Context: an optimization exercise on an open-source flow, tuned for small area and few clock cycles per item. The choices shown serve that exercise and are no tape-out recipe.
Where RTL was checked, it was by simulation tests only, not by an equivalence proof against the original.
No functional check of the RTL was part of run 1.
Power is estimated from default activity; no workload was simulated.

## flow/design.v (module list and top-level ports; edited modules follow where they fit)
// module dot_fa: 10 lines
// module dot_aoi: 8 lines
// module dot_oai: 8 lines
// module dot_fc1_nn: 7 lines
// module dot_fs1_nn: 7 lines
// module dot_g_np: 7 lines
// module dot_g_pp: 7 lines
// module dot_gn_nn: 7 lines
// module dot_gn_np: 7 lines
// module dot_gn_pp: 7 lines
// module dot_hc_nn: 7 lines
// module dot_hs_nn: 7 lines
// module dot_p_np: 7 lines
// module dot_p_pp: 7 lines
// module dot_pn_np: 7 lines
// module dot_pn_pp: 7 lines
// module dot_top: 594 lines
module dot_top (
    input  logic        clk,
    input  logic        rst,
    input  dot_pkg::sample_vec_t a_data,
    input  logic        a_last,
    input  logic        a_valid,
    output logic        a_ready,
    input  dot_pkg::sample_vec_t b_data,
    input  logic        b_valid,
    output logic        b_ready,
    output dot_pkg::sum_t        out_data,
    output logic        out_last,
    output logic        out_valid,
    input  logic        out_ready
);
  // ...
==> flow/flow/run.sh <==
#!/bin/bash
# The standard layout (the standard.sh, all of it), with two changes:
# the port buffers are the smallest buffer cell, and before floorplanning
# every combinational cell is set to its smallest drive strength
# (flow/downsize.tcl); the flow's repair steps size cells up where timing
# needs it. Every tool's output is in standard.log here and in ORFS's own
# logs under orfs/logs.
set -e
export BUFFER_PORTS_ARGS="-buffer_cell sky130_fd_sc_hd__buf_1"
export PRE_FLOORPLAN_TCL="$PWD/flow/downsize.tcl"
bash standard.sh > standard.log 2>&1
==> flow/flow/downsize.tcl <==
# Run before floorplanning (PRE_FLOORPLAN_TCL): put every combinational cell
# in the smallest drive strength of its footprint. Floorplanning's timing
# repair and the later repair steps size up again where timing needs it.
set db [ord::get_db]
set block [ord::get_db_block]
set dont_use [split $::env(DONT_USE_CELLS)]
set swapped 0
foreach inst [$block getInsts] {
  set m [$inst getMaster]
  if { [$m isSequential] } { continue }
  set name [$m getName]
  if { ![regexp {^(sky130_fd_sc_hd__[a-z0-9]+)_([0-9]+)$} $name -> base drive] } { continue }
  set best $m
  foreach d {0 1 2} {
    set cand [$db findMaster ${base}_$d]
    if { $cand eq "NULL" } { continue }
    if { [lsearch -exact $dont_use ${base}_$d] >= 0 } { continue }
    if { [$cand getWidth] < [$best getWidth] } { set best $cand }
  }
  if { $best ne $m } {
    $inst swapMaster $best
    incr swapped
  }
}
puts "downsize.tcl: swapped $swapped cells to a smaller drive strength"
==> flow/standard.sh <==
#!/bin/bash
# synth_recipe.tcl (not shown) runs the flow's synth.tcl, then flattens the netlist and writes it again
# the make line also repeats each setting of config.mk as NAME=value (left out here)
make -C /OpenROAD-flow-scripts/flow DESIGN_CONFIG=/design/flow/config.mk WORK_HOME=/design/flow/orfs CLKGATE_MAP_FILE= SYNTH_SCRIPT=/design/flow/synth_recipe.tcl "${@:-finish}"
==> flow/config.mk <==
export PLATFORM = sky130hd
export DESIGN_NAME = dot_top
export DESIGN_NICKNAME = dot_top
export VERILOG_FILES = /design/flow/design.v
export SDC_FILE = /design/flow/constraint.sdc
export NUM_CORES = 4
export LEC_CHECK = 0
export CAP_MARGIN = 20
export CORE_MARGIN = 2
export CORE_UTILIZATION = 40
export SLEW_MARGIN = 20
export SYNTH_HIERARCHICAL = 1
export SYNTH_MINIMUM_KEEP_SIZE = 0
==> flow/constraint.sdc <==
create_clock -name core_clock -period 5.5 [get_ports {clk}]
set_input_delay 1.1000 -clock core_clock [delete_from_list [all_inputs] [get_ports {clk}]]
set_output_delay 1.1000 -clock core_clock [all_outputs]
set_load 0.01 [all_outputs]
==> impl_metrics.yaml, run 1 <==
final_layout:
  nFillCells: 1546
  final_cell_mix: "fa_1 (217), nand2_1 (195), buf_1 (87)"
  drive_gt1_frac: 0.1004
  layout.nets: 998
clocking:
  root_buffer: "clkbuf_16"
  cts_resized: 0
status:
  status: "timing/DRC/antenna clean"
placed_design:
  dp_hpwl_um: 16630
sta:
  setup-tns-final_ns: 0
  whs_ns: 0.5502
  setup-violations-final: 0
  post-route-period-util: 0.9582
power:
  p_sw_frac: 0.4553
  powerComb_mw: 3.03
worst_setup_path:
  cp-start-kind: "input port"
  crit_top_cell: "fa_1"
  worst-path-stages: 10
  crit_path_start: "b_data[3]"
  path_delay_family: "adder cells"
  r2r-end: "r11_0$_DFFE_PP_"
  end_kind: "flop"
global_routing:
  overflow: 0
  grtUsageMet1: 0.3017
  grt_pass1_wl_um: 29810
  met2_usage: 0.3789
routing:
  wl_met1_um: 7122
  wl_um: 18220
floorplanning:
  n_tap_cell: 220
  die_h_um: 133.6
  rows: 47
logic_synthesis:
  ys.warnings.count: 7
==> run 2: changes to the inputs <==
==> flow/design.v (replaced) <==
package dot_pkg;
    typedef logic signed [8-1:0] sample_t;
    typedef logic [4*8-1:0] sample_vec_t;
    typedef logic signed [12-1:0] product_t;
    typedef logic [4*12-1:0] product_vec_t;
    typedef logic signed [(12 + 2)-1:0] sum_t;
endpackage
`timescale 1ns/1ps
module dot_fa (
    input  logic a,
    input  logic b,
    input  logic ci,
    output logic s,
    output logic co
);
    assign s  = a ^ b ^ ci;
    assign co = (a & b) | (a & ci) | (b & ci);
endmodule
module dot_aoi (
    input  logic g,
    input  logic p,
    input  logic c,
    output logic y
);
    assign y = ~(g | (p & c));
endmodule
module dot_oai (
    input  logic gn,
    input  logic pn,
    input  logic cn,
    output logic y
);
    assign y = ~(gn & (pn | cn));
endmodule
module dot_andn_pp (
    input  logic a,
    input  logic b,
    output logic y
);
    assign y = ~a & b;
endmodule
module dot_bsel_pppn (
    input  logic a,
    input  logic b,
    input  logic c,
    input  logic d,
    output logic y
);
    assign y = ~((a & b) | (c & ~d));
endmodule
module dot_bsel_pppp (
    input  logic a,
    input  logic b,
    input  logic c,
    input  logic d,
    output logic y
);
    assign y = ~((a & b) | (c & d));
endmodule
module dot_bsign_ppp (
    input  logic a,
    input  logic b,
    input  logic c,
    output logic y
);
    assign y = (a | b) & c;
endmodule
module dot_fc1_nn (
    input  logic a,
    input  logic b,
    output logic y
);
    assign y = ~a | ~b;
endmodule
module dot_fc1_np (
    input  logic a,
    input  logic b,
    output logic y
);
    assign y = ~a | b;
endmodule
module dot_fs1_nn (
    input  logic a,
    input  logic b,
    output logic y
);
    assign y = ~(~a ^ ~b);
endmodule
module dot_fs1_np (
    input  logic a,
    input  logic b,
    output logic y
);
    assign y = ~(~a ^ b);
endmodule
module dot_gn_pp (
    input  logic a,
    input  logic b,
    output logic y
);
    assign y = ~(a & b);
endmodule
module dot_hc_nn (
    input  logic a,
    input  logic b,
    output logic y
);
    assign y = ~a & ~b;
endmodule
module dot_hc_pp (
    input  logic a,
    input  logic b,
    output logic y
);
    assign y = a & b;
endmodule
module dot_hs_nn (
    input  logic a,
    input  logic b,
    output logic y
);
    assign y = ~a ^ ~b;
endmodule
module dot_hs_np (
    input  logic a,
    input  logic b,
    output logic y
);
    assign y = ~a ^ b;
endmodule
module dot_nneg_ppp (
    input  logic a,
    input  logic b,
    input  logic c,
    output logic y
);
    assign y = ~a | (b & c);
endmodule
module dot_pn_pp (
    input  logic a,
    input  logic b,
    output logic y
);
    assign y = ~(a ^ b);
endmodule
module dot_xor_pn (
    input  logic a,
    input  logic b,
    output logic y
);
    assign y = a ^ ~b;
endmodule
module dot_xor_pp (
    input  logic a,
    input  logic b,
    output logic y
);
    assign y = a ^ b;
endmodule
`timescale 1ns/1ps
module dot_top (
    input  logic        clk,
    input  logic        rst,
    input  dot_pkg::sample_vec_t a_data,
    input  logic        a_last,
    input  logic        a_valid,
    output logic        a_ready,
    input  dot_pkg::sample_vec_t b_data,
    input  logic        b_valid,
    output logic        b_ready,
    output dot_pkg::sum_t        out_data,
    output logic        out_last,
    output logic        out_valid,
    input  logic        out_ready
);
    logic stage_ready;
    logic join_fire;
    assign stage_ready = ~out_valid | out_ready;
    assign a_ready   = b_valid & stage_ready;
    assign b_ready   = a_valid & stage_ready;
    assign join_fire = a_valid & b_valid & stage_ready;
    always_ff @(posedge clk) begin
        if (rst) begin
            out_valid <= 1'b0;
        end else if (join_fire) begin
            out_valid <= 1'b1;
        end else if (out_ready) begin
            out_valid <= 1'b0;
        end
    end
    logic e1, e2, e3, e4, e5, e6, e7, e8, e9, e10, e11, e12, e13, m14, m15, m16, m17, m18, m19, m20, m21, x22, x23, x24, x25, x26, x27, x28, x29, x30, m31, m32, m33, m34, m35, m36, m37, m38, x39, x40, x41, x42, x43, x44, x45, x46, x47, m48, m49, m50, m51, m52, m53, m54, m55, x56, x57, x58, x59, x60, x61, x62, x63, x64, m65, m66, m67, m68, m69, m70, m71, m72, x73, x74, x75, x76, x77, x78, x79, x80, x81, k82, k83, s84, c85, k86, s87, c88, k89, e90, e91, e92, e93, e94, e95, e96, e97, e98, e99, e100, e101, e102, m103, m104, m105, m106, m107, m108, m109, m110, x111, x112, x113, x114, x115, x116, x117, x118, x119, m120, m121, m122, m123, m124, m125, m126, m127, x128, x129, x130, x131, x132, x133, x134, x135, x136, m137, m138, m139, m140, m141, m142, m143, m144, x145, x146, x147, x148, x149, x150, x151, x152, x153, m154, m155, m156, m157, m158, m159, m160, m161, x162, x163, x164, x165, x166, x167, x168, x169, x170, k171, k172, s173, c174, k175, s176, c177, k178, e179, e180, e181, e182, e183, e184, e185, e186, e187, e188, e189, e190, e191, m192, m193, m194, m195, m196, m197, m198, m199, x200, x201, x202, x203, x204, x205, x206, x207, x208, m209, m210, m211, m212, m213, m214, m215, m216, x217, x218, x219, x220, x221, x222, x223, x224, x225, m226, m227, m228, m229, m230, m231, m232, m233, x234, x235, x236, x237, x238, x239, x240, x241, x242, m243, m244, m245, m246, m247, m248, m249, m250, x251, x252, x253, x254, x255, x256, x257, x258, x259, k260, k261, s262, c263, k264, s265, c266, k267, e268, e269, e270, e271, e272, e273, e274, e275, e276, e277, e278, e279, e280, m281, m282, m283, m284, m285, m286, m287, m288, x289, x290, x291, x292, x293, x294, x295, x296, x297, m298, m299, m300, m301, m302, m303, m304, m305, x306, x307, x308, x309, x310, x311, x312, x313, x314, m315, m316, m317, m318, m319, m320, m321, m322, x323, x324, x325, x326, x327, x328, x329, x330, x331, m332, m333, m334, m335, m336, m337, m338, m339, x340, x341, x342, x343, x344, x345, x346, x347, x348, k349, k350, s351, c352, k353, s354, c355, k356, s357, c358, s359, c360, s361, c362, s363, c364, s365, c366, s367, c368, s369, c370, s371, c372, s373, c374, s375, c376, s377, c378, s379, c380, s381, c382, s383, c384, s385, c386, s387, c388, s389, c390, s391, c392, s393, c394, s395, c396, s397, c398, s399, c400, s401, c402, s403, c404, s405, c406, s407, c408, s409, c410, s411, c412, s413, c414, s415, c416, s417, c418, s419, c420, s421, c422, s423, c424, s425, c426, s427, c428, s429, c430, s431, c432, s433, c434, s435, c436, s437, c438, s439, c440, s441, c442, s443, c444, s445, c446, s447, c448, s449, c450, s451, c452, s453, c454, s455, c456, s457, c458, s459, c460, s461, c462, s463, c464, s465, c466, s467, c468, s469, c470, s471, c472, s473, c474, s475, c476, s477, c478, s479, c480, s481, c482, s483, c484, s485, c486, s487, c488, s489, c490, s491, c492, s493, c494, s495, c496, s497, c498, s499, c500, s501, c502, s503, c504, s505, c506, s507, c508, s509, c510, s511, c512, s513, c514, s515, c516, s517, c518, s519, c520, s521, c522, s523, c524, s525, c526, s527, c528, s529, c530, s531, c532, s533, c534, s535, c536, s537, c538, s539, c540, s541, c542, s543, c544, s545, c546, s547, c548, s549, c550, s551, c552, s553, c554, s555, c556, s557, c558, s559, c560, s561, c562, s563, c564, s565, c566, s567, c568, s569, c570, s571, c572, s573, c574, s575, c576, s577, c578, s579, c580, s581, c582, s583, c584, s585, c586, s587, c588, s589, c590, s591, c592, s593, c594, s595, c596, s597, c598, s599, c600, s601, c602, s603, c604, o605, q606, o607, q608, p609, o610, g611, q612, p613, o614, g615, q616, p617, o618, g619, q620, p621, o622, g623, q624, p625, o626, g627, q628, p629, o630, g631, q632, p633, o634, g635, q636, p637, o638, g639, q640, p641, o642, g643, q644, p645, o646, g647, q648, p649, o650, g651, q652, o653;
    logic r0_0, r0_1, r1_0, r2_0, r2_1, r2_2, r3_0, r3_1, r4_0, r4_1, r5_0, r5_1, r6_0, r6_1, r7_0, r7_1, r7_2, r8_0, r8_1, r9_0, r10_0, r10_1, r10_2, r11_0, r12_0;
    dot_andn_pp u1 (.a(b_data[0]), .b(b_data[1]), .y(e1));
    dot_xor_pp u2 (.a(b_data[2]), .b(b_data[1]), .y(e2));
    dot_xor_pp u3 (.a(b_data[3]), .b(b_data[2]), .y(e3));
    dot_andn_pp u4 (.a(e2), .b(e3), .y(e4));
    dot_nneg_ppp u5 (.a(b_data[3]), .b(b_data[2]), .c(b_data[1]), .y(e5));
    dot_xor_pp u6 (.a(b_data[4]), .b(b_data[3]), .y(e6));
    dot_xor_pp u7 (.a(b_data[5]), .b(b_data[4]), .y(e7));
    dot_andn_pp u8 (.a(e6), .b(e7), .y(e8));
    dot_nneg_ppp u9 (.a(b_data[5]), .b(b_data[4]), .c(b_data[3]), .y(e9));
    dot_xor_pp u10 (.a(b_data[6]), .b(b_data[5]), .y(e10));
    dot_xor_pp u11 (.a(b_data[7]), .b(b_data[6]), .y(e11));
    dot_andn_pp u12 (.a(e10), .b(e11), .y(e12));
    dot_nneg_ppp u13 (.a(b_data[7]), .b(b_data[6]), .c(b_data[5]), .y(e13));
    dot_xor_pp u14 (.a(a_data[0]), .b(b_data[1]), .y(m14));
    dot_xor_pp u15 (.a(a_data[1]), .b(b_data[1]), .y(m15));
    dot_xor_pp u16 (.a(a_data[2]), .b(b_data[1]), .y(m16));
    dot_xor_pp u17 (.a(a_data[3]), .b(b_data[1]), .y(m17));
    dot_xor_pp u18 (.a(a_data[4]), .b(b_data[1]), .y(m18));
    dot_xor_pp u19 (.a(a_data[5]), .b(b_data[1]), .y(m19));
    dot_xor_pp u20 (.a(a_data[6]), .b(b_data[1]), .y(m20));
    dot_xor_pp u21 (.a(a_data[7]), .b(b_data[1]), .y(m21));
    dot_bsel_pppp u22 (.a(b_data[0]), .b(m14), .c(e1), .d(b_data[1]), .y(x22));
    dot_bsel_pppp u23 (.a(b_data[0]), .b(m15), .c(e1), .d(m14), .y(x23));
    dot_bsel_pppp u24 (.a(b_data[0]), .b(m16), .c(e1), .d(m15), .y(x24));
    dot_bsel_pppp u25 (.a(b_data[0]), .b(m17), .c(e1), .d(m16), .y(x25));
    dot_bsel_pppp u26 (.a(b_data[0]), .b(m18), .c(e1), .d(m17), .y(x26));
    dot_bsel_pppp u27 (.a(b_data[0]), .b(m19), .c(e1), .d(m18), .y(x27));
    dot_bsel_pppp u28 (.a(b_data[0]), .b(m20), .c(e1), .d(m19), .y(x28));
    dot_bsel_pppp u29 (.a(b_data[0]), .b(m21), .c(e1), .d(m20), .y(x29));
    dot_bsign_ppp u30 (.a(b_data[0]), .b(e1), .c(m21), .y(x30));
    dot_xor_pn u31 (.a(a_data[0]), .b(e5), .y(m31));
    dot_xor_pn u32 (.a(a_data[1]), .b(e5), .y(m32));
    dot_xor_pn u33 (.a(a_data[2]), .b(e5), .y(m33));
    dot_xor_pn u34 (.a(a_data[3]), .b(e5), .y(m34));
    dot_xor_pn u35 (.a(a_data[4]), .b(e5), .y(m35));
    dot_xor_pn u36 (.a(a_data[5]), .b(e5), .y(m36));
    dot_xor_pn u37 (.a(a_data[6]), .b(e5), .y(m37));
    dot_xor_pn u38 (.a(a_data[7]), .b(e5), .y(m38));
    dot_bsel_pppn u39 (.a(e2), .b(m31), .c(e4), .d(e5), .y(x39));
    dot_bsel_pppp u40 (.a(e2), .b(m32), .c(e4), .d(m31), .y(x40));
    dot_bsel_pppp u41 (.a(e2), .b(m33), .c(e4), .d(m32), .y(x41));
    dot_bsel_pppp u42 (.a(e2), .b(m34), .c(e4), .d(m33), .y(x42));
    dot_bsel_pppp u43 (.a(e2), .b(m35), .c(e4), .d(m34), .y(x43));
    dot_bsel_pppp u44 (.a(e2), .b(m36), .c(e4), .d(m35), .y(x44));
    dot_bsel_pppp u45 (.a(e2), .b(m37), .c(e4), .d(m36), .y(x45));
    dot_bsel_pppp u46 (.a(e2), .b(m38), .c(e4), .d(m37), .y(x46));
    dot_bsign_ppp u47 (.a(e2), .b(e4), .c(m38), .y(x47));
    dot_xor_pn u48 (.a(a_data[0]), .b(e9), .y(m48));
    dot_xor_pn u49 (.a(a_data[1]), .b(e9), .y(m49));
    dot_xor_pn u50 (.a(a_data[2]), .b(e9), .y(m50));
    dot_xor_pn u51 (.a(a_data[3]), .b(e9), .y(m51));
    dot_xor_pn u52 (.a(a_data[4]), .b(e9), .y(m52));
    dot_xor_pn u53 (.a(a_data[5]), .b(e9), .y(m53));
    dot_xor_pn u54 (.a(a_data[6]), .b(e9), .y(m54));
    dot_xor_pn u55 (.a(a_data[7]), .b(e9), .y(m55));
    dot_bsel_pppn u56 (.a(e6), .b(m48), .c(e8), .d(e9), .y(x56));
    dot_bsel_pppp u57 (.a(e6), .b(m49), .c(e8), .d(m48), .y(x57));
    dot_bsel_pppp u58 (.a(e6), .b(m50), .c(e8), .d(m49), .y(x58));
    dot_bsel_pppp u59 (.a(e6), .b(m51), .c(e8), .d(m50), .y(x59));
    dot_bsel_pppp u60 (.a(e6), .b(m52), .c(e8), .d(m51), .y(x60));
    dot_bsel_pppp u61 (.a(e6), .b(m53), .c(e8), .d(m52), .y(x61));
    dot_bsel_pppp u62 (.a(e6), .b(m54), .c(e8), .d(m53), .y(x62));
    dot_bsel_pppp u63 (.a(e6), .b(m55), .c(e8), .d(m54), .y(x63));
    dot_bsign_ppp u64 (.a(e6), .b(e8), .c(m55), .y(x64));
    dot_xor_pn u65 (.a(a_data[0]), .b(e13), .y(m65));
    dot_xor_pn u66 (.a(a_data[1]), .b(e13), .y(m66));
    dot_xor_pn u67 (.a(a_data[2]), .b(e13), .y(m67));
    dot_xor_pn u68 (.a(a_data[3]), .b(e13), .y(m68));
    dot_xor_pn u69 (.a(a_data[4]), .b(e13), .y(m69));
    dot_xor_pn u70 (.a(a_data[5]), .b(e13), .y(m70));
    dot_xor_pn u71 (.a(a_data[6]), .b(e13), .y(m71));
    dot_xor_pn u72 (.a(a_data[7]), .b(e13), .y(m72));
    dot_bsel_pppn u73 (.a(e10), .b(m65), .c(e12), .d(e13), .y(x73));
    dot_bsel_pppp u74 (.a(e10), .b(m66), .c(e12), .d(m65), .y(x74));
    dot_bsel_pppp u75 (.a(e10), .b(m67), .c(e12), .d(m66), .y(x75));
    dot_bsel_pppp u76 (.a(e10), .b(m68), .c(e12), .d(m67), .y(x76));
    dot_bsel_pppp u77 (.a(e10), .b(m69), .c(e12), .d(m68), .y(x77));
    dot_bsel_pppp u78 (.a(e10), .b(m70), .c(e12), .d(m69), .y(x78));
    dot_bsel_pppp u79 (.a(e10), .b(m71), .c(e12), .d(m70), .y(x79));
    dot_bsel_pppp u80 (.a(e10), .b(m72), .c(e12), .d(m71), .y(x80));
    dot_bsign_ppp u81 (.a(e10), .b(e12), .c(m72), .y(x81));
    assign k82 = x22 | ~b_data[1];
    assign k83 = x23 | k82;
    dot_fa u82 (.a(e5), .b(x24), .ci(x39), .s(s84), .co(c85));
    assign k86 = s84 | k83;
    dot_fa u83 (.a(x25), .b(x40), .ci(c85), .s(s87), .co(c88));
    assign k89 = s87 | k86;
    dot_andn_pp u84 (.a(b_data[8]), .b(b_data[9]), .y(e90));
    dot_xor_pp u85 (.a(b_data[10]), .b(b_data[9]), .y(e91));
    dot_xor_pp u86 (.a(b_data[11]), .b(b_data[10]), .y(e92));
    dot_andn_pp u87 (.a(e91), .b(e92), .y(e93));
    dot_nneg_ppp u88 (.a(b_data[11]), .b(b_data[10]), .c(b_data[9]), .y(e94));
    dot_xor_pp u89 (.a(b_data[12]), .b(b_data[11]), .y(e95));
    dot_xor_pp u90 (.a(b_data[13]), .b(b_data[12]), .y(e96));
    dot_andn_pp u91 (.a(e95), .b(e96), .y(e97));
    dot_nneg_ppp u92 (.a(b_data[13]), .b(b_data[12]), .c(b_data[11]), .y(e98));
    dot_xor_pp u93 (.a(b_data[14]), .b(b_data[13]), .y(e99));
    dot_xor_pp u94 (.a(b_data[15]), .b(b_data[14]), .y(e100));
    dot_andn_pp u95 (.a(e99), .b(e100), .y(e101));
    dot_nneg_ppp u96 (.a(b_data[15]), .b(b_data[14]), .c(b_data[13]), .y(e102));
    dot_xor_pp u97 (.a(a_data[8]), .b(b_data[9]), .y(m103));
    dot_xor_pp u98 (.a(a_data[9]), .b(b_data[9]), .y(m104));
    dot_xor_pp u99 (.a(a_data[10]), .b(b_data[9]), .y(m105));
    dot_xor_pp u100 (.a(a_data[11]), .b(b_data[9]), .y(m106));
    dot_xor_pp u101 (.a(a_data[12]), .b(b_data[9]), .y(m107));
    dot_xor_pp u102 (.a(a_data[13]), .b(b_data[9]), .y(m108));
    dot_xor_pp u103 (.a(a_data[14]), .b(b_data[9]), .y(m109));
    dot_xor_pp u104 (.a(a_data[15]), .b(b_data[9]), .y(m110));
    dot_bsel_pppp u105 (.a(b_data[8]), .b(m103), .c(e90), .d(b_data[9]), .y(x111));
    dot_bsel_pppp u106 (.a(b_data[8]), .b(m104), .c(e90), .d(m103), .y(x112));
    dot_bsel_pppp u107 (.a(b_data[8]), .b(m105), .c(e90), .d(m104), .y(x113));
    dot_bsel_pppp u108 (.a(b_data[8]), .b(m106), .c(e90), .d(m105), .y(x114));
    dot_bsel_pppp u109 (.a(b_data[8]), .b(m107), .c(e90), .d(m106), .y(x115));
    dot_bsel_pppp u110 (.a(b_data[8]), .b(m108), .c(e90), .d(m107), .y(x116));
    dot_bsel_pppp u111 (.a(b_data[8]), .b(m109), .c(e90), .d(m108), .y(x117));
    dot_bsel_pppp u112 (.a(b_data[8]), .b(m110), .c(e90), .d(m109), .y(x118));
    dot_bsign_ppp u113 (.a(b_data[8]), .b(e90), .c(m110), .y(x119));
    dot_xor_pn u114 (.a(a_data[8]), .b(e94), .y(m120));
    dot_xor_pn u115 (.a(a_data[9]), .b(e94), .y(m121));
    dot_xor_pn u116 (.a(a_data[10]), .b(e94), .y(m122));
    dot_xor_pn u117 (.a(a_data[11]), .b(e94), .y(m123));
    dot_xor_pn u118 (.a(a_data[12]), .b(e94), .y(m124));
    dot_xor_pn u119 (.a(a_data[13]), .b(e94), .y(m125));
    dot_xor_pn u120 (.a(a_data[14]), .b(e94), .y(m126));
    dot_xor_pn u121 (.a(a_data[15]), .b(e94), .y(m127));
    dot_bsel_pppn u122 (.a(e91), .b(m120), .c(e93), .d(e94), .y(x128));
    dot_bsel_pppp u123 (.a(e91), .b(m121), .c(e93), .d(m120), .y(x129));
    dot_bsel_pppp u124 (.a(e91), .b(m122), .c(e93), .d(m121), .y(x130));
    dot_bsel_pppp u125 (.a(e91), .b(m123), .c(e93), .d(m122), .y(x131));
    dot_bsel_pppp u126 (.a(e91), .b(m124), .c(e93), .d(m123), .y(x132));
    dot_bsel_pppp u127 (.a(e91), .b(m125), .c(e93), .d(m124), .y(x133));
    dot_bsel_pppp u128 (.a(e91), .b(m126), .c(e93), .d(m125), .y(x134));
    dot_bsel_pppp u129 (.a(e91), .b(m127), .c(e93), .d(m126), .y(x135));
    dot_bsign_ppp u130 (.a(e91), .b(e93), .c(m127), .y(x136));
    dot_xor_pn u131 (.a(a_data[8]), .b(e98), .y(m137));
    dot_xor_pn u132 (.a(a_data[9]), .b(e98), .y(m138));
    dot_xor_pn u133 (.a(a_data[10]), .b(e98), .y(m139));
    dot_xor_pn u134 (.a(a_data[11]), .b(e98), .y(m140));
    dot_xor_pn u135 (.a(a_data[12]), .b(e98), .y(m141));
    dot_xor_pn u136 (.a(a_data[13]), .b(e98), .y(m142));
    dot_xor_pn u137 (.a(a_data[14]), .b(e98), .y(m143));
    dot_xor_pn u138 (.a(a_data[15]), .b(e98), .y(m144));
    dot_bsel_pppn u139 (.a(e95), .b(m137), .c(e97), .d(e98), .y(x145));
    dot_bsel_pppp u140 (.a(e95), .b(m138), .c(e97), .d(m137), .y(x146));
    dot_bsel_pppp u141 (.a(e95), .b(m139), .c(e97), .d(m138), .y(x147));
    dot_bsel_pppp u142 (.a(e95), .b(m140), .c(e97), .d(m139), .y(x148));
    dot_bsel_pppp u143 (.a(e95), .b(m141), .c(e97), .d(m140), .y(x149));
    dot_bsel_pppp u144 (.a(e95), .b(m142), .c(e97), .d(m141), .y(x150));
    dot_bsel_pppp u145 (.a(e95), .b(m143), .c(e97), .d(m142), .y(x151));
    dot_bsel_pppp u146 (.a(e95), .b(m144), .c(e97), .d(m143), .y(x152));
    dot_bsign_ppp u147 (.a(e95), .b(e97), .c(m144), .y(x153));
    dot_xor_pn u148 (.a(a_data[8]), .b(e102), .y(m154));
    dot_xor_pn u149 (.a(a_data[9]), .b(e102), .y(m155));
    dot_xor_pn u150 (.a(a_data[10]), .b(e102), .y(m156));
    dot_xor_pn u151 (.a(a_data[11]), .b(e102), .y(m157));
    dot_xor_pn u152 (.a(a_data[12]), .b(e102), .y(m158));
    dot_xor_pn u153 (.a(a_data[13]), .b(e102), .y(m159));
    dot_xor_pn u154 (.a(a_data[14]), .b(e102), .y(m160));
    dot_xor_pn u155 (.a(a_data[15]), .b(e102), .y(m161));
    dot_bsel_pppn u156 (.a(e99), .b(m154), .c(e101), .d(e102), .y(x162));
    dot_bsel_pppp u157 (.a(e99), .b(m155), .c(e101), .d(m154), .y(x163));
    dot_bsel_pppp u158 (.a(e99), .b(m156), .c(e101), .d(m155), .y(x164));
    dot_bsel_pppp u159 (.a(e99), .b(m157), .c(e101), .d(m156), .y(x165));
    dot_bsel_pppp u160 (.a(e99), .b(m158), .c(e101), .d(m157), .y(x166));
    dot_bsel_pppp u161 (.a(e99), .b(m159), .c(e101), .d(m158), .y(x167));
    dot_bsel_pppp u162 (.a(e99), .b(m160), .c(e101), .d(m159), .y(x168));
    dot_bsel_pppp u163 (.a(e99), .b(m161), .c(e101), .d(m160), .y(x169));
    dot_bsign_ppp u164 (.a(e99), .b(e101), .c(m161), .y(x170));
    assign k171 = x111 | ~b_data[9];
    assign k172 = x112 | k171;
    dot_fa u165 (.a(e94), .b(x113), .ci(x128), .s(s173), .co(c174));
    assign k175 = s173 | k172;
    dot_fa u166 (.a(x114), .b(x129), .ci(c174), .s(s176), .co(c177));
    assign k178 = s176 | k175;
    dot_andn_pp u167 (.a(b_data[16]), .b(b_data[17]), .y(e179));
    dot_xor_pp u168 (.a(b_data[18]), .b(b_data[17]), .y(e180));
    dot_xor_pp u169 (.a(b_data[19]), .b(b_data[18]), .y(e181));
    dot_andn_pp u170 (.a(e180), .b(e181), .y(e182));
    dot_nneg_ppp u171 (.a(b_data[19]), .b(b_data[18]), .c(b_data[17]), .y(e183));
    dot_xor_pp u172 (.a(b_data[20]), .b(b_data[19]), .y(e184));
    dot_xor_pp u173 (.a(b_data[21]), .b(b_data[20]), .y(e185));
    dot_andn_pp u174 (.a(e184), .b(e185), .y(e186));
    dot_nneg_ppp u175 (.a(b_data[21]), .b(b_data[20]), .c(b_data[19]), .y(e187));
    dot_xor_pp u176 (.a(b_data[22]), .b(b_data[21]), .y(e188));
    dot_xor_pp u177 (.a(b_data[23]), .b(b_data[22]), .y(e189));
    dot_andn_pp u178 (.a(e188), .b(e189), .y(e190));
    dot_nneg_ppp u179 (.a(b_data[23]), .b(b_data[22]), .c(b_data[21]), .y(e191));
    dot_xor_pp u180 (.a(a_data[16]), .b(b_data[17]), .y(m192));
    dot_xor_pp u181 (.a(a_data[17]), .b(b_data[17]), .y(m193));
    dot_xor_pp u182 (.a(a_data[18]), .b(b_data[17]), .y(m194));
    dot_xor_pp u183 (.a(a_data[19]), .b(b_data[17]), .y(m195));
    dot_xor_pp u184 (.a(a_data[20]), .b(b_data[17]), .y(m196));
    dot_xor_pp u185 (.a(a_data[21]), .b(b_data[17]), .y(m197));
    dot_xor_pp u186 (.a(a_data[22]), .b(b_data[17]), .y(m198));
    dot_xor_pp u187 (.a(a_data[23]), .b(b_data[17]), .y(m199));
    dot_bsel_pppp u188 (.a(b_data[16]), .b(m192), .c(e179), .d(b_data[17]), .y(x200));
    dot_bsel_pppp u189 (.a(b_data[16]), .b(m193), .c(e179), .d(m192), .y(x201));
    dot_bsel_pppp u190 (.a(b_data[16]), .b(m194), .c(e179), .d(m193), .y(x202));
    dot_bsel_pppp u191 (.a(b_data[16]), .b(m195), .c(e179), .d(m194), .y(x203));
    dot_bsel_pppp u192 (.a(b_data[16]), .b(m196), .c(e179), .d(m195), .y(x204));
    dot_bsel_pppp u193 (.a(b_data[16]), .b(m197), .c(e179), .d(m196), .y(x205));
    dot_bsel_pppp u194 (.a(b_data[16]), .b(m198), .c(e179), .d(m197), .y(x206));
    dot_bsel_pppp u195 (.a(b_data[16]), .b(m199), .c(e179), .d(m198), .y(x207));
    dot_bsign_ppp u196 (.a(b_data[16]), .b(e179), .c(m199), .y(x208));
    dot_xor_pn u197 (.a(a_data[16]), .b(e183), .y(m209));
    dot_xor_pn u198 (.a(a_data[17]), .b(e183), .y(m210));
    dot_xor_pn u199 (.a(a_data[18]), .b(e183), .y(m211));
    dot_xor_pn u200 (.a(a_data[19]), .b(e183), .y(m212));
    dot_xor_pn u201 (.a(a_data[20]), .b(e183), .y(m213));
    dot_xor_pn u202 (.a(a_data[21]), .b(e183), .y(m214));
    dot_xor_pn u203 (.a(a_data[22]), .b(e183), .y(m215));
    dot_xor_pn u204 (.a(a_data[23]), .b(e183), .y(m216));
    dot_bsel_pppn u205 (.a(e180), .b(m209), .c(e182), .d(e183), .y(x217));
    dot_bsel_pppp u206 (.a(e180), .b(m210), .c(e182), .d(m209), .y(x218));
    dot_bsel_pppp u207 (.a(e180), .b(m211), .c(e182), .d(m210), .y(x219));
    dot_bsel_pppp u208 (.a(e180), .b(m212), .c(e182), .d(m211), .y(x220));
    dot_bsel_pppp u209 (.a(e180), .b(m213), .c(e182), .d(m212), .y(x221));
    dot_bsel_pppp u210 (.a(e180), .b(m214), .c(e182), .d(m213), .y(x222));
    dot_bsel_pppp u211 (.a(e180), .b(m215), .c(e182), .d(m214), .y(x223));
    dot_bsel_pppp u212 (.a(e180), .b(m216), .c(e182), .d(m215), .y(x224));
    dot_bsign_ppp u213 (.a(e180), .b(e182), .c(m216), .y(x225));
    dot_xor_pn u214 (.a(a_data[16]), .b(e187), .y(m226));
    dot_xor_pn u215 (.a(a_data[17]), .b(e187), .y(m227));
    dot_xor_pn u216 (.a(a_data[18]), .b(e187), .y(m228));
    dot_xor_pn u217 (.a(a_data[19]), .b(e187), .y(m229));
    dot_xor_pn u218 (.a(a_data[20]), .b(e187), .y(m230));
    dot_xor_pn u219 (.a(a_data[21]), .b(e187), .y(m231));
    dot_xor_pn u220 (.a(a_data[22]), .b(e187), .y(m232));
    dot_xor_pn u221 (.a(a_data[23]), .b(e187), .y(m233));
    dot_bsel_pppn u222 (.a(e184), .b(m226), .c(e186), .d(e187), .y(x234));
    dot_bsel_pppp u223 (.a(e184), .b(m227), .c(e186), .d(m226), .y(x235));
    dot_bsel_pppp u224 (.a(e184), .b(m228), .c(e186), .d(m227), .y(x236));
    dot_bsel_pppp u225 (.a(e184), .b(m229), .c(e186), .d(m228), .y(x237));
    dot_bsel_pppp u226 (.a(e184), .b(m230), .c(e186), .d(m229), .y(x238));
    dot_bsel_pppp u227 (.a(e184), .b(m231), .c(e186), .d(m230), .y(x239));
    dot_bsel_pppp u228 (.a(e184), .b(m232), .c(e186), .d(m231), .y(x240));
    dot_bsel_pppp u229 (.a(e184), .b(m233), .c(e186), .d(m232), .y(x241));
    dot_bsign_ppp u230 (.a(e184), .b(e186), .c(m233), .y(x242));
    dot_xor_pn u231 (.a(a_data[16]), .b(e191), .y(m243));
    dot_xor_pn u232 (.a(a_data[17]), .b(e191), .y(m244));
    dot_xor_pn u233 (.a(a_data[18]), .b(e191), .y(m245));
    dot_xor_pn u234 (.a(a_data[19]), .b(e191), .y(m246));
    dot_xor_pn u235 (.a(a_data[20]), .b(e191), .y(m247));
    dot_xor_pn u236 (.a(a_data[21]), .b(e191), .y(m248));
    dot_xor_pn u237 (.a(a_data[22]), .b(e191), .y(m249));
    dot_xor_pn u238 (.a(a_data[23]), .b(e191), .y(m250));
    dot_bsel_pppn u239 (.a(e188), .b(m243), .c(e190), .d(e191), .y(x251));
    dot_bsel_pppp u240 (.a(e188), .b(m244), .c(e190), .d(m243), .y(x252));
    dot_bsel_pppp u241 (.a(e188), .b(m245), .c(e190), .d(m244), .y(x253));
    dot_bsel_pppp u242 (.a(e188), .b(m246), .c(e190), .d(m245), .y(x254));
    dot_bsel_pppp u243 (.a(e188), .b(m247), .c(e190), .d(m246), .y(x255));
    dot_bsel_pppp u244 (.a(e188), .b(m248), .c(e190), .d(m247), .y(x256));
    dot_bsel_pppp u245 (.a(e188), .b(m249), .c(e190), .d(m248), .y(x257));
    dot_bsel_pppp u246 (.a(e188), .b(m250), .c(e190), .d(m249), .y(x258));
    dot_bsign_ppp u247 (.a(e188), .b(e190), .c(m250), .y(x259));
    assign k260 = x200 | ~b_data[17];
    assign k261 = x201 | k260;
    dot_fa u248 (.a(e183), .b(x202), .ci(x217), .s(s262), .co(c263));
    assign k264 = s262 | k261;
    dot_fa u249 (.a(x203), .b(x218), .ci(c263), .s(s265), .co(c266));
    assign k267 = s265 | k264;
    dot_andn_pp u250 (.a(b_data[24]), .b(b_data[25]), .y(e268));
    dot_xor_pp u251 (.a(b_data[26]), .b(b_data[25]), .y(e269));
    dot_xor_pp u252 (.a(b_data[27]), .b(b_data[26]), .y(e270));
    dot_andn_pp u253 (.a(e269), .b(e270), .y(e271));
    dot_nneg_ppp u254 (.a(b_data[27]), .b(b_data[26]), .c(b_data[25]), .y(e272));
    dot_xor_pp u255 (.a(b_data[28]), .b(b_data[27]), .y(e273));
    dot_xor_pp u256 (.a(b_data[29]), .b(b_data[28]), .y(e274));
    dot_andn_pp u257 (.a(e273), .b(e274), .y(e275));
    dot_nneg_ppp u258 (.a(b_data[29]), .b(b_data[28]), .c(b_data[27]), .y(e276));
    dot_xor_pp u259 (.a(b_data[30]), .b(b_data[29]), .y(e277));
    dot_xor_pp u260 (.a(b_data[31]), .b(b_data[30]), .y(e278));
    dot_andn_pp u261 (.a(e277), .b(e278), .y(e279));
    dot_nneg_ppp u262 (.a(b_data[31]), .b(b_data[30]), .c(b_data[29]), .y(e280));
    dot_xor_pp u263 (.a(a_data[24]), .b(b_data[25]), .y(m281));
    dot_xor_pp u264 (.a(a_data[25]), .b(b_data[25]), .y(m282));
    dot_xor_pp u265 (.a(a_data[26]), .b(b_data[25]), .y(m283));
    dot_xor_pp u266 (.a(a_data[27]), .b(b_data[25]), .y(m284));
    dot_xor_pp u267 (.a(a_data[28]), .b(b_data[25]), .y(m285));
    dot_xor_pp u268 (.a(a_data[29]), .b(b_data[25]), .y(m286));
    dot_xor_pp u269 (.a(a_data[30]), .b(b_data[25]), .y(m287));
    dot_xor_pp u270 (.a(a_data[31]), .b(b_data[25]), .y(m288));
    dot_bsel_pppp u271 (.a(b_data[24]), .b(m281), .c(e268), .d(b_data[25]), .y(x289));
    dot_bsel_pppp u272 (.a(b_data[24]), .b(m282), .c(e268), .d(m281), .y(x290));
    dot_bsel_pppp u273 (.a(b_data[24]), .b(m283), .c(e268), .d(m282), .y(x291));
    dot_bsel_pppp u274 (.a(b_data[24]), .b(m284), .c(e268), .d(m283), .y(x292));
    dot_bsel_pppp u275 (.a(b_data[24]), .b(m285), .c(e268), .d(m284), .y(x293));
    dot_bsel_pppp u276 (.a(b_data[24]), .b(m286), .c(e268), .d(m285), .y(x294));
    dot_bsel_pppp u277 (.a(b_data[24]), .b(m287), .c(e268), .d(m286), .y(x295));
    dot_bsel_pppp u278 (.a(b_data[24]), .b(m288), .c(e268), .d(m287), .y(x296));
    dot_bsign_ppp u279 (.a(b_data[24]), .b(e268), .c(m288), .y(x297));
    dot_xor_pn u280 (.a(a_data[24]), .b(e272), .y(m298));
    dot_xor_pn u281 (.a(a_data[25]), .b(e272), .y(m299));
    dot_xor_pn u282 (.a(a_data[26]), .b(e272), .y(m300));
    dot_xor_pn u283 (.a(a_data[27]), .b(e272), .y(m301));
    dot_xor_pn u284 (.a(a_data[28]), .b(e272), .y(m302));
    dot_xor_pn u285 (.a(a_data[29]), .b(e272), .y(m303));
    dot_xor_pn u286 (.a(a_data[30]), .b(e272), .y(m304));
    dot_xor_pn u287 (.a(a_data[31]), .b(e272), .y(m305));
    dot_bsel_pppn u288 (.a(e269), .b(m298), .c(e271), .d(e272), .y(x306));
    dot_bsel_pppp u289 (.a(e269), .b(m299), .c(e271), .d(m298), .y(x307));
    dot_bsel_pppp u290 (.a(e269), .b(m300), .c(e271), .d(m299), .y(x308));
    dot_bsel_pppp u291 (.a(e269), .b(m301), .c(e271), .d(m300), .y(x309));
    dot_bsel_pppp u292 (.a(e269), .b(m302), .c(e271), .d(m301), .y(x310));
    dot_bsel_pppp u293 (.a(e269), .b(m303), .c(e271), .d(m302), .y(x311));
    dot_bsel_pppp u294 (.a(e269), .b(m304), .c(e271), .d(m303), .y(x312));
    dot_bsel_pppp u295 (.a(e269), .b(m305), .c(e271), .d(m304), .y(x313));
    dot_bsign_ppp u296 (.a(e269), .b(e271), .c(m305), .y(x314));
    dot_xor_pn u297 (.a(a_data[24]), .b(e276), .y(m315));
    dot_xor_pn u298 (.a(a_data[25]), .b(e276), .y(m316));
    dot_xor_pn u299 (.a(a_data[26]), .b(e276), .y(m317));
    dot_xor_pn u300 (.a(a_data[27]), .b(e276), .y(m318));
    dot_xor_pn u301 (.a(a_data[28]), .b(e276), .y(m319));
    dot_xor_pn u302 (.a(a_data[29]), .b(e276), .y(m320));
    dot_xor_pn u303 (.a(a_data[30]), .b(e276), .y(m321));
    dot_xor_pn u304 (.a(a_data[31]), .b(e276), .y(m322));
    dot_bsel_pppn u305 (.a(e273), .b(m315), .c(e275), .d(e276), .y(x323));
    dot_bsel_pppp u306 (.a(e273), .b(m316), .c(e275), .d(m315), .y(x324));
    dot_bsel_pppp u307 (.a(e273), .b(m317), .c(e275), .d(m316), .y(x325));
    dot_bsel_pppp u308 (.a(e273), .b(m318), .c(e275), .d(m317), .y(x326));
    dot_bsel_pppp u309 (.a(e273), .b(m319), .c(e275), .d(m318), .y(x327));
    dot_bsel_pppp u310 (.a(e273), .b(m320), .c(e275), .d(m319), .y(x328));
    dot_bsel_pppp u311 (.a(e273), .b(m321), .c(e275), .d(m320), .y(x329));
    dot_bsel_pppp u312 (.a(e273), .b(m322), .c(e275), .d(m321), .y(x330));
    dot_bsign_ppp u313 (.a(e273), .b(e275), .c(m322), .y(x331));
    dot_xor_pn u314 (.a(a_data[24]), .b(e280), .y(m332));
    dot_xor_pn u315 (.a(a_data[25]), .b(e280), .y(m333));
    dot_xor_pn u316 (.a(a_data[26]), .b(e280), .y(m334));
    dot_xor_pn u317 (.a(a_data[27]), .b(e280), .y(m335));
    dot_xor_pn u318 (.a(a_data[28]), .b(e280), .y(m336));
    dot_xor_pn u319 (.a(a_data[29]), .b(e280), .y(m337));
    dot_xor_pn u320 (.a(a_data[30]), .b(e280), .y(m338));
    dot_xor_pn u321 (.a(a_data[31]), .b(e280), .y(m339));
    dot_bsel_pppn u322 (.a(e277), .b(m332), .c(e279), .d(e280), .y(x340));
    dot_bsel_pppp u323 (.a(e277), .b(m333), .c(e279), .d(m332), .y(x341));
    dot_bsel_pppp u324 (.a(e277), .b(m334), .c(e279), .d(m333), .y(x342));
    dot_bsel_pppp u325 (.a(e277), .b(m335), .c(e279), .d(m334), .y(x343));
    dot_bsel_pppp u326 (.a(e277), .b(m336), .c(e279), .d(m335), .y(x344));
    dot_bsel_pppp u327 (.a(e277), .b(m337), .c(e279), .d(m336), .y(x345));
    dot_bsel_pppp u328 (.a(e277), .b(m338), .c(e279), .d(m337), .y(x346));
    dot_bsel_pppp u329 (.a(e277), .b(m339), .c(e279), .d(m338), .y(x347));
    dot_bsign_ppp u330 (.a(e277), .b(e279), .c(m339), .y(x348));
    assign k349 = x289 | ~b_data[25];
    assign k350 = x290 | k349;
    dot_fa u331 (.a(e272), .b(x291), .ci(x306), .s(s351), .co(c352));
    assign k353 = s351 | k350;
    dot_fa u332 (.a(x292), .b(x307), .ci(c352), .s(s354), .co(c355));
    assign k356 = s354 | k353;
    dot_fa u333 (.a(e9), .b(e98), .ci(e187), .s(s357), .co(c358));
    dot_fa u334 (.a(e276), .b(x26), .ci(x41), .s(s359), .co(c360));
    dot_fa u335 (.a(x56), .b(x115), .ci(x130), .s(s361), .co(c362));
    dot_fa u336 (.a(x145), .b(x204), .ci(x219), .s(s363), .co(c364));
    dot_fa u337 (.a(x234), .b(x293), .ci(x308), .s(s365), .co(c366));
    dot_fa u338 (.a(x323), .b(s357), .ci(s359), .s(s367), .co(c368));
    dot_fa u339 (.a(s361), .b(s363), .ci(s365), .s(s369), .co(c370));
    dot_fa u340 (.a(c88), .b(c177), .ci(c266), .s(s371), .co(c372));
    dot_fa u341 (.a(c355), .b(s367), .ci(s369), .s(s373), .co(c374));
    dot_fa u342 (.a(k89), .b(k178), .ci(k267), .s(s375), .co(c376));
    dot_fa u343 (.a(k356), .b(s371), .ci(s373), .s(s377), .co(c378));
    dot_fa u344 (.a(x27), .b(x42), .ci(x57), .s(s379), .co(c380));
    dot_fa u345 (.a(x116), .b(x131), .ci(x146), .s(s381), .co(c382));
    dot_fa u346 (.a(x205), .b(x220), .ci(x235), .s(s383), .co(c384));
    dot_fa u347 (.a(x294), .b(x309), .ci(x324), .s(s385), .co(c386));
    dot_fa u348 (.a(c358), .b(c360), .ci(c362), .s(s387), .co(c388));
    dot_fa u349 (.a(c364), .b(c366), .ci(s379), .s(s389), .co(c390));
    dot_fa u350 (.a(s381), .b(s383), .ci(s385), .s(s391), .co(c392));
    dot_fa u351 (.a(c368), .b(s387), .ci(c370), .s(s393), .co(c394));
    dot_fa u352 (.a(s389), .b(s391), .ci(c372), .s(s395), .co(c396));
    dot_fa u353 (.a(c374), .b(s393), .ci(c376), .s(s397), .co(c398));
    dot_fa u354 (.a(s395), .b(c378), .ci(s397), .s(s399), .co(c400));
    dot_fa u355 (.a(e13), .b(e102), .ci(e191), .s(s401), .co(c402));
    dot_fa u356 (.a(e280), .b(x28), .ci(x43), .s(s403), .co(c404));
    dot_fa u357 (.a(x58), .b(x73), .ci(x117), .s(s405), .co(c406));
    dot_fa u358 (.a(x132), .b(x147), .ci(x162), .s(s407), .co(c408));
    dot_fa u359 (.a(x206), .b(x221), .ci(x236), .s(s409), .co(c410));
    dot_fa u360 (.a(x251), .b(x295), .ci(x310), .s(s411), .co(c412));
    dot_fa u361 (.a(x325), .b(x340), .ci(s401), .s(s413), .co(c414));
    dot_fa u362 (.a(c380), .b(c382), .ci(c384), .s(s415), .co(c416));
    dot_fa u363 (.a(c386), .b(s403), .ci(s405), .s(s417), .co(c418));
    dot_fa u364 (.a(s407), .b(s409), .ci(s411), .s(s419), .co(c420));
    dot_fa u365 (.a(s413), .b(c388), .ci(c390), .s(s421), .co(c422));
    dot_fa u366 (.a(c392), .b(s415), .ci(s417), .s(s423), .co(c424));
    dot_fa u367 (.a(s419), .b(c394), .ci(s421), .s(s425), .co(c426));
    dot_fa u368 (.a(s423), .b(c396), .ci(s425), .s(s427), .co(c428));
    dot_fa u369 (.a(x29), .b(x44), .ci(x59), .s(s429), .co(c430));
    dot_fa u370 (.a(x74), .b(x118), .ci(x133), .s(s431), .co(c432));
    dot_fa u371 (.a(x148), .b(x163), .ci(x207), .s(s433), .co(c434));
    dot_fa u372 (.a(x222), .b(x237), .ci(x252), .s(s435), .co(c436));
    dot_fa u373 (.a(x296), .b(x311), .ci(x326), .s(s437), .co(c438));
    dot_fa u374 (.a(x341), .b(c402), .ci(c404), .s(s439), .co(c440));
    dot_fa u375 (.a(c406), .b(c408), .ci(c410), .s(s441), .co(c442));
    dot_fa u376 (.a(c412), .b(s429), .ci(s431), .s(s443), .co(c444));
    dot_fa u377 (.a(s433), .b(s435), .ci(s437), .s(s445), .co(c446));
    dot_fa u378 (.a(c414), .b(s439), .ci(c416), .s(s447), .co(c448));
    dot_fa u379 (.a(c418), .b(c420), .ci(s441), .s(s449), .co(c450));
    dot_fa u380 (.a(s443), .b(s445), .ci(c422), .s(s451), .co(c452));
    dot_fa u381 (.a(s447), .b(c424), .ci(s449), .s(s453), .co(c454));
    dot_fa u382 (.a(s451), .b(c426), .ci(s453), .s(s455), .co(c456));
    dot_fa u383 (.a(x30), .b(x45), .ci(x60), .s(s457), .co(c458));
    dot_fa u384 (.a(x75), .b(x119), .ci(x134), .s(s459), .co(c460));
    dot_fa u385 (.a(x149), .b(x164), .ci(x208), .s(s461), .co(c462));
    dot_fa u386 (.a(x223), .b(x238), .ci(x253), .s(s463), .co(c464));
    dot_fa u387 (.a(x297), .b(x312), .ci(x327), .s(s465), .co(c466));
    dot_fa u388 (.a(x342), .b(c430), .ci(c432), .s(s467), .co(c468));
    dot_fa u389 (.a(c434), .b(c436), .ci(c438), .s(s469), .co(c470));
    dot_fa u390 (.a(s457), .b(s459), .ci(s461), .s(s471), .co(c472));
    dot_fa u391 (.a(s463), .b(s465), .ci(c440), .s(s473), .co(c474));
    dot_fa u392 (.a(c442), .b(c444), .ci(s467), .s(s475), .co(c476));
    dot_fa u393 (.a(c446), .b(s469), .ci(s471), .s(s477), .co(c478));
    dot_fa u394 (.a(s473), .b(c448), .ci(c450), .s(s479), .co(c480));
    dot_fa u395 (.a(s475), .b(s477), .ci(c452), .s(s481), .co(c482));
    dot_fa u396 (.a(s479), .b(c454), .ci(s481), .s(s483), .co(c484));
    dot_fa u397 (.a(x46), .b(x61), .ci(x76), .s(s485), .co(c486));
    dot_fa u398 (.a(x135), .b(x150), .ci(x165), .s(s487), .co(c488));
    dot_fa u399 (.a(x224), .b(x239), .ci(x254), .s(s489), .co(c490));
    dot_fa u400 (.a(x313), .b(x328), .ci(x343), .s(s491), .co(c492));
    dot_fa u401 (.a(c458), .b(c460), .ci(c462), .s(s493), .co(c494));
    dot_fa u402 (.a(c464), .b(c466), .ci(s485), .s(s495), .co(c496));
    dot_fa u403 (.a(s487), .b(s489), .ci(s491), .s(s497), .co(c498));
    dot_fa u404 (.a(c468), .b(c470), .ci(c472), .s(s499), .co(c500));
    dot_fa u405 (.a(s493), .b(s495), .ci(s497), .s(s501), .co(c502));
    dot_fa u406 (.a(c474), .b(c476), .ci(s499), .s(s503), .co(c504));
    dot_fa u407 (.a(c478), .b(s501), .ci(c480), .s(s505), .co(c506));
    dot_fa u408 (.a(s503), .b(c482), .ci(s505), .s(s507), .co(c508));
    dot_fa u409 (.a(x47), .b(x62), .ci(x77), .s(s509), .co(c510));
    dot_fa u410 (.a(x136), .b(x151), .ci(x166), .s(s511), .co(c512));
    dot_fa u411 (.a(x225), .b(x240), .ci(x255), .s(s513), .co(c514));
    dot_fa u412 (.a(x314), .b(x329), .ci(x344), .s(s515), .co(c516));
    dot_fa u413 (.a(c486), .b(c488), .ci(c490), .s(s517), .co(c518));
    dot_fa u414 (.a(c492), .b(s509), .ci(s511), .s(s519), .co(c520));
    dot_fa u415 (.a(s513), .b(s515), .ci(c494), .s(s521), .co(c522));
    dot_fa u416 (.a(c496), .b(c498), .ci(s517), .s(s523), .co(c524));
    dot_fa u417 (.a(s519), .b(c500), .ci(s521), .s(s525), .co(c526));
    dot_fa u418 (.a(c502), .b(s523), .ci(c504), .s(s527), .co(c528));
    dot_fa u419 (.a(s525), .b(c506), .ci(s527), .s(s529), .co(c530));
    dot_fa u420 (.a(x63), .b(x78), .ci(x152), .s(s531), .co(c532));
    dot_fa u421 (.a(x167), .b(x241), .ci(x256), .s(s533), .co(c534));
    dot_fa u422 (.a(x330), .b(x345), .ci(c510), .s(s535), .co(c536));
    dot_fa u423 (.a(c512), .b(c514), .ci(c516), .s(s537), .co(c538));
    dot_fa u424 (.a(s531), .b(s533), .ci(s535), .s(s539), .co(c540));
    dot_fa u425 (.a(c518), .b(c520), .ci(s537), .s(s541), .co(c542));
    dot_fa u426 (.a(c522), .b(s539), .ci(c524), .s(s543), .co(c544));
    dot_fa u427 (.a(s541), .b(c526), .ci(s543), .s(s545), .co(c546));
    dot_fa u428 (.a(x64), .b(x79), .ci(x153), .s(s547), .co(c548));
    dot_fa u429 (.a(x168), .b(x242), .ci(x257), .s(s549), .co(c550));
    dot_fa u430 (.a(x331), .b(x346), .ci(c532), .s(s551), .co(c552));
    dot_fa u431 (.a(c534), .b(s547), .ci(s549), .s(s553), .co(c554));
    dot_fa u432 (.a(c536), .b(s551), .ci(c538), .s(s555), .co(c556));
    dot_fa u433 (.a(s553), .b(c540), .ci(s555), .s(s557), .co(c558));
    dot_fa u434 (.a(c542), .b(c544), .ci(s557), .s(s559), .co(c560));
    dot_fa u435 (.a(x80), .b(x169), .ci(x258), .s(s561), .co(c562));
    dot_fa u436 (.a(x347), .b(c548), .ci(c550), .s(s563), .co(c564));
    dot_fa u437 (.a(s561), .b(c552), .ci(c554), .s(s565), .co(c566));
    dot_fa u438 (.a(s563), .b(c556), .ci(s565), .s(s567), .co(c568));
    dot_fa u439 (.a(c558), .b(s567), .ci(c560), .s(s569), .co(c570));
    dot_fa u440 (.a(x81), .b(x170), .ci(x259), .s(s571), .co(c572));
    dot_fa u441 (.a(x348), .b(c562), .ci(s571), .s(s573), .co(c574));
    dot_fa u442 (.a(c564), .b(s573), .ci(c566), .s(s575), .co(c576));
    dot_fa u443 (.a(c572), .b(c574), .ci(c576), .s(s577), .co(c578));
    always_ff @(posedge clk) begin
        if (join_fire) begin
            out_last <= a_last;
            r0_0 <= s375;
            r0_1 <= s377;
            r1_0 <= s399;
            r2_0 <= c398;
            r2_1 <= s427;
            r2_2 <= c400;
            r3_0 <= c428;
            r3_1 <= s455;
            r4_0 <= c456;
            r4_1 <= s483;
            r5_0 <= c484;
            r5_1 <= s507;
            r6_0 <= c508;
            r6_1 <= s529;
            r7_0 <= c528;
            r7_1 <= s545;
            r7_2 <= c530;
            r8_0 <= c546;
            r8_1 <= s559;
            r9_0 <= s569;
            r10_0 <= c568;
            r10_1 <= s575;
            r10_2 <= c570;
            r11_0 <= s577;
            r12_0 <= c578;
        end
    end
    dot_hs_nn u444 (.a(r2_0), .b(r2_1), .y(s579));
    dot_hc_nn u445 (.a(r2_0), .b(r2_1), .y(c580));
    dot_hs_nn u446 (.a(r3_0), .b(r3_1), .y(s581));
    dot_hc_nn u447 (.a(r3_0), .b(r3_1), .y(c582));
    dot_hs_nn u448 (.a(r4_0), .b(r4_1), .y(s583));
    dot_hc_nn u449 (.a(r4_0), .b(r4_1), .y(c584));
    dot_hs_nn u450 (.a(r5_0), .b(r5_1), .y(s585));
    dot_hc_nn u451 (.a(r5_0), .b(r5_1), .y(c586));
    dot_fs1_nn u452 (.a(r6_0), .b(r6_1), .y(s587));
    dot_fc1_nn u453 (.a(r6_0), .b(r6_1), .y(c588));
    dot_fs1_nn u454 (.a(r7_0), .b(r7_1), .y(s589));
    dot_fc1_nn u455 (.a(r7_0), .b(r7_1), .y(c590));
    dot_hs_nn u456 (.a(r8_0), .b(r8_1), .y(s591));
    dot_hc_nn u457 (.a(r8_0), .b(r8_1), .y(c592));
    dot_hs_nn u458 (.a(r10_0), .b(r10_1), .y(s593));
    dot_hc_nn u459 (.a(r10_0), .b(r10_1), .y(c594));
    dot_hs_np u460 (.a(r7_2), .b(c588), .y(s595));
    dot_andn_pp u461 (.a(r7_2), .b(c588), .y(c596));
    dot_xor_pp u462 (.a(c590), .b(s591), .y(s597));
    dot_hc_pp u463 (.a(c590), .b(s591), .y(c598));
    dot_fs1_np u464 (.a(r9_0), .b(c592), .y(s599));
    dot_fc1_np u465 (.a(r9_0), .b(c592), .y(c600));
    dot_hs_np u466 (.a(r10_2), .b(s593), .y(s601));
    dot_andn_pp u467 (.a(r10_2), .b(s593), .y(c602));
    dot_fs1_np u468 (.a(r11_0), .b(c594), .y(s603));
    dot_fc1_np u469 (.a(r11_0), .b(c594), .y(c604));
    assign o605 = ~r0_0 ^ ~r0_1;
    dot_hc_nn u470 (.a(r0_0), .b(r0_1), .y(q606));
    assign o607 = ~r1_0 ^ q606;
    assign q608 = ~r1_0 & q606;
    dot_hs_np u471 (.a(r2_2), .b(s579), .y(p609));
    assign o610 = p609 ^ q608;
    dot_andn_pp u472 (.a(r2_2), .b(s579), .y(g611));
    dot_aoi u473 (.g(g611), .p(p609), .c(q608), .y(q612));
    dot_pn_pp u474 (.a(c580), .b(s581), .y(p613));
    assign o614 = p613 ^ q612;
    dot_gn_pp u475 (.a(c580), .b(s581), .y(g615));
    dot_oai u476 (.gn(g615), .pn(p613), .cn(q612), .y(q616));
    dot_xor_pp u477 (.a(c582), .b(s583), .y(p617));
    assign o618 = p617 ^ q616;
    dot_hc_pp u478 (.a(c582), .b(s583), .y(g619));
    dot_aoi u479 (.g(g619), .p(p617), .c(q616), .y(q620));
    dot_pn_pp u480 (.a(c584), .b(s585), .y(p621));
    assign o622 = p621 ^ q620;
    dot_gn_pp u481 (.a(c584), .b(s585), .y(g623));
    dot_oai u482 (.gn(g623), .pn(p621), .cn(q620), .y(q624));
    dot_xor_pp u483 (.a(c586), .b(s587), .y(p625));
    assign o626 = p625 ^ q624;
    dot_hc_pp u484 (.a(c586), .b(s587), .y(g627));
    dot_aoi u485 (.g(g627), .p(p625), .c(q624), .y(q628));
    dot_pn_pp u486 (.a(s589), .b(s595), .y(p629));
    assign o630 = p629 ^ q628;
    dot_gn_pp u487 (.a(s589), .b(s595), .y(g631));
    dot_oai u488 (.gn(g631), .pn(p629), .cn(q628), .y(q632));
    dot_xor_pp u489 (.a(c596), .b(s597), .y(p633));
    assign o634 = p633 ^ q632;
    dot_hc_pp u490 (.a(c596), .b(s597), .y(g635));
    dot_aoi u491 (.g(g635), .p(p633), .c(q632), .y(q636));
    dot_pn_pp u492 (.a(c598), .b(s599), .y(p637));
    assign o638 = p637 ^ q636;
    dot_gn_pp u493 (.a(c598), .b(s599), .y(g639));
    dot_oai u494 (.gn(g639), .pn(p637), .cn(q636), .y(q640));
    dot_xor_pp u495 (.a(c600), .b(s601), .y(p641));
    assign o642 = p641 ^ q640;
    dot_hc_pp u496 (.a(c600), .b(s601), .y(g643));
    dot_aoi u497 (.g(g643), .p(p641), .c(q640), .y(q644));
    dot_pn_pp u498 (.a(c602), .b(s603), .y(p645));
    assign o646 = p645 ^ q644;
    dot_gn_pp u499 (.a(c602), .b(s603), .y(g647));
    dot_oai u500 (.gn(g647), .pn(p645), .cn(q644), .y(q648));
    dot_hs_np u501 (.a(r12_0), .b(c604), .y(p649));
    assign o650 = p649 ^ q648;
    dot_andn_pp u502 (.a(r12_0), .b(c604), .y(g651));
    dot_aoi u503 (.g(g651), .p(p649), .c(q648), .y(q652));
    assign o653 = ~~q652;
    assign out_data = {o653, o650, o646, o642, o638, o634, o630, o626, o622, o618, o614, o610, o607, o605};
endmodule
==> impl_metrics.yaml, run 2 <==
worst_setup_path:
  path_cells: "buf_1 -> a21bo_1 -> xnor2_1 -> a22oi_1 -> fa_1 -> fa_1 -> fa_1 -> fa_1 -> fa_1 -> fa_1"
  crit_top_cell: "fa_1"
  reg2reg_slack_ns: 4.14
  cp_data_required_time_ns: 5.48
  r2r_cells: 2
  path_delay_family: "adder cells"
  r2r-end: "r3_0$_DFFE_PP_"
  cp-start-kind: "input port"
  worstPathMaxFanout: 10
  cpMaxStageDelayCell: "fa_1"
  crit_arrival_ns: 5.00
  worst-path-stages: 10
  rr_startpoint: "out_valid$_SDFFE_PP0P_"
  critPathBufInv: 1
  critPathMaxStageDelay_ns: 0.53
  worst-setup-path-type: "in -> reg"
  end_kind: "flop"
routing:
  drtPass1Iterations: 5
  drc: 0
  ant_nets: 0
  vias_per_cell: 5.371
  wire_per_inst_um: 18.62
  wl_um: 16850
  vias: 4861
  dr.first_iter.drc_count: 319
final_layout:
  final_common_cell: "a22oi_1"
  layout.nets: 880
  final_cell_mix: "a22oi_1 (128), fa_1 (119), xnor2_1 (107)"
  antennaDiodeCount: 0
  nFillCells: 1536
  drive_gt1_frac: 0.04790
power:
  p_comb_frac: 0.814
  p_leak_nw: 2.479
  ir_drop_v: 0.0003096
  power_density_nw_per_um2: 577.1
  p_sw_frac: 0.4772
  power_frac_seq: 0.149
  power.share.clock: 0.037
  p_int_mw: 2.216
  totalPowerFinal_mw: 4.239
  switching_power_mw: 2.023
placed_design:
  dp_hpwl_um: 15200
  gp_congestion: 0.9223
  portBuffers: 87
  place_ws_ns: 0.1872
global_routing:
  antenna_found_initial: 0
  grtUsageTotal: 0.1985
  overflow: 0
  grt_start_max_net_pins: 27
  grt_pass1_vias: 5071
  grt_pass1_wl_um: 27020
clocking:
  clockBufferDepth: 2
  htree_levels: 1
  clkLatencyLatePin_ns: 0.26
  cts_resized: 0
  root_buffer: "clkbuf_16"
  cts_buffers: 3
  path_clk_slew_ns: 0.06
  post_cts_buffers: 0
  cts_sinks: 27
  cts_tree: "built"
  hold_buffers: 0
logic_synthesis:
  ys.warnings.count: 7
  synthCells: 584
  syn_nets: 774
floorplanning:
  ios: 88
  initial_core_util: 0.4098
  die_w_um: 131.6
  die_h_um: 131.6
  rows: 46
  coreArea_um2: 15890
  dieArea_um2: 17310
sta:
  post-route-period-util: 0.9114
  setup-tns-final_ns: 0
  finalMaxSlewViolations: 0
  period_needed_ns: 5.013
  final_hold_viol_count: 0
  tightestPinTransition_ns: 0.6378
  fmaxAchievable_mhz: 199.5
  setup-violations-final: 0
  rsz0062_at_grt: "no"
  fin_skew_ns: 0.001692
  timing.final.ws_setup_ns: 0.4873
  relSlewSlack: 0.5739
worst_hold_path:
  hp-start: "out_valid$_SDFFE_PP0P_"
  min_delay_path_depth: 2
  hold_class: "reg -> reg"
  holdPathEnd: "out_valid$_SDFFE_PP0P_"
flow_run:
  maxCapViolCount: 0
status:
  status: "timing/DRC/antenna clean"
## run 2: metrics by stage
step	std cells	hold slack [ns]	area [um^2]	util
after floorplan	584	0.5293	6510	-
after global placement	901	0.5024	7264	0.4573
after detailed placement	901	0.5299	7264	0.4573
after CTS	905	0.5380	7345	0.4624
after global routing	905	0.5628	7346	0.4624
final	905	0.5313	7346	0.4624
## run 2: final cells by class
cell class,instances,area (um^2),share of cell area
sequential,27,800.8,0.1090
inverter,13,48.80,0.006643
clock inverter,1,5.005,0.0006813
timing repair buffer,115,536.8,0.07307
multi-input combinational,530,5609,0.7636
tap,216,270.3,0.03679
clock buffer,3,75.07,0.01022
## run 2: routing by layer
layer,share of wire,GRT usage
met2,0.50,0.3432
met1,0.44,0.2682
met5,0,0
met3,0.042,0.01929
met4,0.024,0.04952
## run 2: power by group through the flow
stage	clock (mW)	combinational [mW]	sequential, mW
detailed placement	0	3.51	0.637
floorplan	0	2.52	0.625
finish	0.158	3.45	0.631
global route	0.173	3.95	0.645
global placement	0	3.38	0.634
CTS	0.163	3.50	0.633
## run 2: worst reg2reg max path: stages, from the launching register on
cell      delay (ns)
dfxtp_1         0.31
nand2b_1        0.11
and3_2          0.57
## run 2: worst max-delay path by stage
stage / from / end
after global placement: b_data[5] / r6_1$_DFFE_PP_
after floorplan: b_data[1] / r6_1$_DFFE_PP_
after global routing: b_data[5] / r9_0$_DFFE_PP_
final: b_data[5] / r9_0$_DFFE_PP_
after CTS: b_data[5] / r6_1$_DFFE_PP_
after detailed placement: b_data[5] / r6_1$_DFFE_PP_
Testbench counts of run 2, summed over its fixed seeds: cycles 16,008, items 16,000.

-- separate check: timing with driven ports --
How much do the figures lean on ideal ports? The routed layouts below were timed once more, with nothing changed but the port constraints.
Step 1: set_driving_cell puts a clkbuf_16 on clk and a buf_2 on each other input, an assumption about the parent block.
Step 2 also shifts input and output timing later by t, the mid clock arrival at the registers, as if the neighbouring blocks saw the same clock.
Three values: no drivers, after step 1, after step 2; two values: the first two.
| run | shift t [ns] | setup WS [ns] | worst hold slack (ns) | worst setup path after step 2 |
|---|---|---|---|---|
| run 1 | 0.293 | 0.230 / 0.236 / -0.057 | 0.550 / 0.550 / 0.550 | input to register |
| run 2 | 0.287 | 0.487 / 0.492 / 0.205 | 0.531 / 0.531 / 0.531 | input to register |
With both steps, setup timing fails in run 1, where it was met with ideal ports. For run 1, which loses most, drivers alone change the setup slack by +0.006 ns; drivers and shift together by -0.287 ns.
